What follows belongs to an exercise in optimizing a design on an open flow for small area; a production flow would make more cautious choices. In this exercise RTL edits were held to simulation tests only and were not proved equivalent to the original. Power figures rest on the tool's default switching activity, not on a simulated workload.

==> inputs of job 1463 <==
==> flow/design.v (excerpt) <==
module day08_pair_scheduler
#(
    parameter int  MAX_NODE_COUNT  = 10,
    parameter int  COORD_BIT_WIDTH = day08_pkg::DAY08_COORD_BIT_WIDTH,
    parameter int  DIMENSIONS      = day08_pkg::DAY08_DIMENSIONS,
    parameter int  BATCH_SIZE      = 2,
    localparam int INDEX_BIT_WIDTH = $clog2(MAX_NODE_COUNT)
) (
    input  logic                                                       clk,
    input  logic                                                       rst_n,
    input  logic                                                       load_valid,
    output logic                                                       load_ready,
    input  logic [0:DIMENSIONS-1][COORD_BIT_WIDTH-1:0]                 load_coord,
    input  logic                                                       load_last,
    input  logic                                                       in_ready,
    output logic [0:BATCH_SIZE-1][0:DIMENSIONS-1][COORD_BIT_WIDTH-1:0] batch_coords,
    output logic [0:BATCH_SIZE-1][INDEX_BIT_WIDTH-1:0]                 batch_indices,
    output logic [BATCH_SIZE-1:0]                                      batch_valid,
    output logic                                                       batch_line_end,
  ...
==> module day08_point_store, before the edit <==
module day08_point_store #(
    parameter int  DEPTH      = 10,
    parameter int  POINT_W    = 96,
    localparam int ROWS       = (DEPTH + 1) / 2,
    localparam int RW         = $clog2(ROWS)
) (
    input  logic               clk,
    input  logic [DEPTH-1:0]   wr_en,
    input  logic [POINT_W-1:0] wr_data,
    input  logic [RW-1:0]      rd_even_row,
    input  logic [RW-1:0]      rd_odd_row,
    output logic [POINT_W-1:0] rd_even,
    output logic [POINT_W-1:0] rd_odd
);
    logic [POINT_W-1:0] r_mem [0:DEPTH-1];
    for (genvar i = 0; i < DEPTH; i++) begin : g_ent
        always_ff @(posedge clk) begin
            if (wr_en[i]) r_mem[i] <= wr_data;
        end
    end
    always_comb begin
        rd_even = '0;
        rd_odd  = '0;
        for (int r = 0; r < ROWS; r++) begin
            rd_even = rd_even | ({POINT_W{rd_even_row == RW'(r)}} & r_mem[2*r]);
            if (2*r+1 < DEPTH)
                rd_odd = rd_odd | ({POINT_W{rd_odd_row == RW'(r)}} & r_mem[2*r+1]);
        end
    end
endmodule
==> module day08_pair_scheduler, before the edit <==
module day08_pair_scheduler
#(
    parameter int  MAX_NODE_COUNT  = 10,
    parameter int  COORD_BIT_WIDTH = day08_pkg::DAY08_COORD_BIT_WIDTH,
    parameter int  DIMENSIONS      = day08_pkg::DAY08_DIMENSIONS,
    parameter int  BATCH_SIZE      = 2,
    localparam int INDEX_BIT_WIDTH = $clog2(MAX_NODE_COUNT)
) (
    input  logic                                                       clk,
    input  logic                                                       rst_n,
    input  logic                                                       load_valid,
    output logic                                                       load_ready,
    input  logic [0:DIMENSIONS-1][COORD_BIT_WIDTH-1:0]                 load_coord,
    input  logic                                                       load_last,
    input  logic                                                       in_ready,
    output logic [0:BATCH_SIZE-1][0:DIMENSIONS-1][COORD_BIT_WIDTH-1:0] batch_coords,
    output logic [0:BATCH_SIZE-1][INDEX_BIT_WIDTH-1:0]                 batch_indices,
    output logic [BATCH_SIZE-1:0]                                      batch_valid,
    output logic                                                       batch_line_end,
    output logic                                                       batch_stream_end,
    output logic [INDEX_BIT_WIDTH:0]                                   node_count,
    output logic                                                       done
);
    localparam int PW  = DIMENSIONS * COORD_BIT_WIDTH;
    localparam int IW  = INDEX_BIT_WIDTH;
    localparam int CW  = INDEX_BIT_WIDTH + 1;
    localparam int RW  = $clog2((MAX_NODE_COUNT + 1) / 2);
    logic           r_load;
    logic           r_done;
    logic [CW-1:0]  r_node_count;
    logic [IW-1:0]  r_ref;
    logic [IW-1:0]  r_cur;
    logic           w_stream;
    logic           w_wr;
    logic           w_last_load;
    logic [MAX_NODE_COUNT-1:0] w_wr_en;
    logic [CW-1:0]  w_cur1;
    logic [CW-1:0]  w_cur2;
    logic [CW-1:0]  w_ref2;
    logic           w_valid1;
    logic           w_line_end;
    logic           w_stream_end;
    logic           w_accept;
    logic [RW-1:0]  w_even_row;
    logic [RW-1:0]  w_odd_row;
    logic [PW-1:0]  w_even;
    logic [PW-1:0]  w_odd;
    assign w_stream     = !r_load && !r_done;
    assign w_wr         = r_load && load_valid;
    assign w_last_load  = w_wr && (load_last || (r_node_count == CW'(MAX_NODE_COUNT - 1)));
    assign w_cur1       = {1'b0, r_cur} + CW'(1);
    assign w_cur2       = {1'b0, r_cur} + CW'(2);
    assign w_ref2       = {1'b0, r_ref} + CW'(2);
    assign w_valid1     = (w_cur1 < r_node_count);
    assign w_line_end   = (w_cur2 >= r_node_count);
    assign w_stream_end = w_line_end && (w_ref2 >= r_node_count);
    assign w_accept     = w_stream && in_ready;
    for (genvar i = 0; i < MAX_NODE_COUNT; i++) begin : g_we
        assign w_wr_en[i] = w_wr && (r_node_count[IW-1:0] == IW'(i));
    end
    always_ff @(posedge clk or negedge rst_n) begin
        if (!rst_n) begin
            r_load       <= 1'b1;
            r_done       <= 1'b0;
            r_node_count <= '0;
        end else begin
            if (w_wr) begin
                r_node_count <= r_node_count + CW'(1);
            end
            if (w_last_load) begin
                r_load <= 1'b0;
            end
            if (w_accept && w_stream_end) begin
                r_done <= 1'b1;
            end
        end
    end
    always_ff @(posedge clk) begin
        if (w_last_load) begin
            r_ref <= '0;
            r_cur <= '0;
        end else if (w_accept) begin
            if (w_line_end) begin
                r_ref <= r_ref + IW'(1);
                r_cur <= r_ref + IW'(1);
            end else begin
                r_cur <= r_cur + IW'(2);
            end
        end
    end
    assign w_even_row = RW'(w_cur1[CW-1:1]);
    assign w_odd_row  = RW'(r_cur[IW-1:1]);
    day08_point_store #(
        .DEPTH   (MAX_NODE_COUNT),
        .POINT_W (PW)
    ) u_store (
        .clk         (clk),
        .wr_en       (w_wr_en),
        .wr_data     (load_coord),
        .rd_even_row (w_even_row),
        .rd_odd_row  (w_odd_row),
        .rd_even     (w_even),
        .rd_odd      (w_odd)
    );
    assign batch_coords[0]  = r_cur[0] ? w_odd : w_even;
    assign batch_coords[1]  = r_cur[0] ? w_even : w_odd;
    assign batch_indices[0] = r_cur;
    assign batch_indices[1] = w_cur1[IW-1:0];
    assign batch_valid      = {w_stream && w_valid1, w_stream};
    assign batch_line_end   = w_stream && w_line_end;
    assign batch_stream_end = w_stream && w_stream_end;
    assign load_ready       = r_load;
    assign done             = r_done;
    assign node_count       = r_node_count;
endmodule
clock: 5.5 ns
lec_check: 0
cap_margin: 20
core_margin: 2
core_utilization: 35
slew_margin: 20
run.sh (not shown) runs the stock make flow with config.mk's settings and CLKGATE_MAP_FILE= SYNTH_SCRIPT=/design/flow/synth_recipe.tcl, a recipe that flattens the netlist after the stock synthesis.
==> job 350 (differences from job 1463) <==
--- a/flow/design.v
+++ b/flow/design.v
@@ -11,12 +11,11 @@
     parameter int  DEPTH      = 10,
     parameter int  POINT_W    = 96,
-    localparam int ROWS       = (DEPTH + 1) / 2,
-    localparam int RW         = $clog2(ROWS)
+    localparam int ROWS       = (DEPTH + 1) / 2
 ) (
     input  logic               clk,
     input  logic [DEPTH-1:0]   wr_en,
     input  logic [POINT_W-1:0] wr_data,
-    input  logic [RW-1:0]      rd_even_row,
-    input  logic [RW-1:0]      rd_odd_row,
+    input  logic [ROWS-1:0]    rd_even_sel,
+    input  logic [ROWS-1:0]    rd_odd_sel,
     output logic [POINT_W-1:0] rd_even,
     output logic [POINT_W-1:0] rd_odd
@@ -32,7 +31,7 @@
         rd_odd  = '0;
         for (int r = 0; r < ROWS; r++) begin
-            rd_even = rd_even | ({POINT_W{rd_even_row == RW'(r)}} & r_mem[2*r]);
+            rd_even = rd_even | ({POINT_W{rd_even_sel[r]}} & r_mem[2*r]);
             if (2*r+1 < DEPTH)
-                rd_odd = rd_odd | ({POINT_W{rd_odd_row == RW'(r)}} & r_mem[2*r+1]);
+                rd_odd = rd_odd | ({POINT_W{rd_odd_sel[r]}} & r_mem[2*r+1]);
         end
     end
@@ -66,33 +65,46 @@
     localparam int IW  = INDEX_BIT_WIDTH;
     localparam int CW  = INDEX_BIT_WIDTH + 1;
-    localparam int RW  = $clog2((MAX_NODE_COUNT + 1) / 2);
-    logic           r_load;
-    logic           r_done;
-    logic [CW-1:0]  r_node_count;
-    logic [IW-1:0]  r_ref;
-    logic [IW-1:0]  r_cur;
-    logic           w_stream;
-    logic           w_wr;
-    logic           w_last_load;
+    localparam int ROWS = (MAX_NODE_COUNT + 1) / 2;
+    logic            r_load;
+    logic            r_done;
+    logic [CW-1:0]   r_node_count;
+    logic [IW-1:0]   r_ref;
+    logic            r_par;
+    logic [ROWS-1:0] r_even_sel;
+    logic [ROWS-1:0] r_odd_sel;
+    logic            w_stream;
+    logic            w_wr;
+    logic            w_last_load;
     logic [MAX_NODE_COUNT-1:0] w_wr_en;
-    logic [CW-1:0]  w_cur1;
-    logic [CW-1:0]  w_cur2;
-    logic [CW-1:0]  w_ref2;
-    logic           w_valid1;
-    logic           w_line_end;
-    logic           w_stream_end;
-    logic           w_accept;
-    logic [RW-1:0]  w_even_row;
-    logic [RW-1:0]  w_odd_row;
-    logic [PW-1:0]  w_even;
-    logic [PW-1:0]  w_odd;
+    logic [IW-2:0]   w_even_row;
+    logic [IW-2:0]   w_odd_row;
+    logic [IW-1:0]   w_idx0;
+    logic [IW-1:0]   w_idx1;
+    logic [CW-1:0]   w_ref2;
+    logic            w_valid1;
+    logic            w_line_end;
+    logic            w_stream_end;
+    logic            w_accept;
+    logic [IW-1:0]   w_ref1;
+    logic [ROWS-1:0] w_ref1_even_sel;
+    logic [ROWS-1:0] w_ref1_odd_sel;
+    logic [PW-1:0]   w_even;
+    logic [PW-1:0]   w_odd;
     assign w_stream     = !r_load && !r_done;
     assign w_wr         = r_load && load_valid;
     assign w_last_load  = w_wr && (load_last || (r_node_count == CW'(MAX_NODE_COUNT - 1)));
-    assign w_cur1       = {1'b0, r_cur} + CW'(1);
-    assign w_cur2       = {1'b0, r_cur} + CW'(2);
+    always_comb begin
+        w_even_row = '0;
+        w_odd_row  = '0;
+        for (int r = 0; r < ROWS; r++) begin
+            w_even_row = w_even_row | ({(IW-1){r_even_sel[r]}} & (IW-1)'(r));
+            w_odd_row  = w_odd_row  | ({(IW-1){r_odd_sel[r]}}  & (IW-1)'(r));
+        end
+    end
+    assign w_idx0       = {w_odd_row, r_par};
+    assign w_idx1       = {w_even_row, !r_par};
     assign w_ref2       = {1'b0, r_ref} + CW'(2);
-    assign w_valid1     = (w_cur1 < r_node_count);
-    assign w_line_end   = (w_cur2 >= r_node_count);
+    assign w_valid1     = ({1'b0, w_idx0} + CW'(1) < r_node_count);
+    assign w_line_end   = ({1'b0, w_idx0} + CW'(2) >= r_node_count);
     assign w_stream_end = w_line_end && (w_ref2 >= r_node_count);
     assign w_accept     = w_stream && in_ready;
@@ -117,19 +129,27 @@
         end
     end
+    assign w_ref1 = r_ref + IW'(1);
+    for (genvar r = 0; r < ROWS; r++) begin : g_sel
+        assign w_ref1_even_sel[r] = ((w_ref1 + IW'(1)) >> 1) == IW'(r);
+        assign w_ref1_odd_sel[r]  = (w_ref1 >> 1) == IW'(r);
+    end
     always_ff @(posedge clk) begin
         if (w_last_load) begin
-            r_ref <= '0;
-            r_cur <= '0;
+            r_ref      <= '0;
+            r_par      <= 1'b0;
+            r_even_sel <= ROWS'(1);
+            r_odd_sel  <= ROWS'(1);
         end else if (w_accept) begin
             if (w_line_end) begin
-                r_ref <= r_ref + IW'(1);
-                r_cur <= r_ref + IW'(1);
+                r_ref      <= w_ref1;
+                r_par      <= w_ref1[0];
+                r_even_sel <= w_ref1_even_sel;
+                r_odd_sel  <= w_ref1_odd_sel;
             end else begin
-                r_cur <= r_cur + IW'(2);
+                r_even_sel <= r_even_sel << 1;
+                r_odd_sel  <= r_odd_sel << 1;
             end
         end
     end
-    assign w_even_row = RW'(w_cur1[CW-1:1]);
-    assign w_odd_row  = RW'(r_cur[IW-1:1]);
     day08_point_store #(
         .DEPTH   (MAX_NODE_COUNT),
@@ -139,13 +159,13 @@
         .wr_en       (w_wr_en),
         .wr_data     (load_coord),
-        .rd_even_row (w_even_row),
-        .rd_odd_row  (w_odd_row),
+        .rd_even_sel (r_even_sel),
+        .rd_odd_sel  (r_odd_sel),
         .rd_even     (w_even),
         .rd_odd      (w_odd)
     );
-    assign batch_coords[0]  = r_cur[0] ? w_odd : w_even;
-    assign batch_coords[1]  = r_cur[0] ? w_even : w_odd;
-    assign batch_indices[0] = r_cur;
-    assign batch_indices[1] = w_cur1[IW-1:0];
+    assign batch_coords[0]  = r_par ? w_odd : w_even;
+    assign batch_coords[1]  = r_par ? w_even : w_odd;
+    assign batch_indices[0] = w_idx0;
+    assign batch_indices[1] = w_idx1;
     assign batch_valid      = {w_stream && w_valid1, w_stream};
     assign batch_line_end   = w_stream && w_line_end;
--- a/flow/config.mk
+++ b/flow/config.mk
@@ -8,4 +8,7 @@
 export CAP_MARGIN = 20
 export CORE_MARGIN = 2
-export CORE_UTILIZATION = 35
+export CORE_UTILIZATION = 80
+export CTS_BUF_LIST = sky130_fd_sc_hd__clkbuf_16
+export CTS_CLUSTER_DIAMETER = 80
+export CTS_CLUSTER_SIZE = 30
 export SLEW_MARGIN = 20
==> run summary <==
metric	job 350	job 1463
Result of the run	finished clean	finished clean
Number of buffers and inverters on the critical path	2	1
Final Hold Slack	0.550 ns	0.512 ns
Post-synth net total	2,290	2,444
Pleak	13.0 nW	15.7 nW
Starting DRC count in detailed routing	5,770	2,075
Final core utilization	91.6%	42.9%
Endpoint of the worst hold path	r_load	r_ref[2]
Weighted congestion at the end of routability-driven global placement	0.836	0.803
Proportion of cell area occupied by multi-input gates	16.3%	18.8%
Worst slew slack as a fraction of its limit	22.7%	29.7%
Met3 GRT Util	9.62%	3.44%
Achievable frequency	203 MHz	193 MHz
Layout Skew	0.0267 ns	0.0205 ns
Arrival time of data at the critical path endpoint	3.84 ns	4.09 ns

-- afterwards: timing with drivers on the ports --
No port has a modelled driver above. Below, the same layouts with a new extraction and two added sets of constraints. Step 1, drivers: a clkbuf_16 drives clk and a buf_2 each remaining input, both assumed. Step 2 times the ports against the registers' clock, not the clock port: input delays grow and output delays shrink by t, the midpoint of the rising clock arrivals with the driver on. Three values: ideal ports, drivers, drivers and shift; two values: the first two.
run	t, ns	slack for setup (ns)	hold WS [ns]	cell pins on the clock port's net
job 1463	0.724	0.315 / 0.251 / 0.976	0.512 / 0.512 / 0.512	1
job 350	0.667	0.562 / 0.503 / 1.170	0.550 / 0.550 / 0.550	1
After both steps every run listed still meets setup and hold.
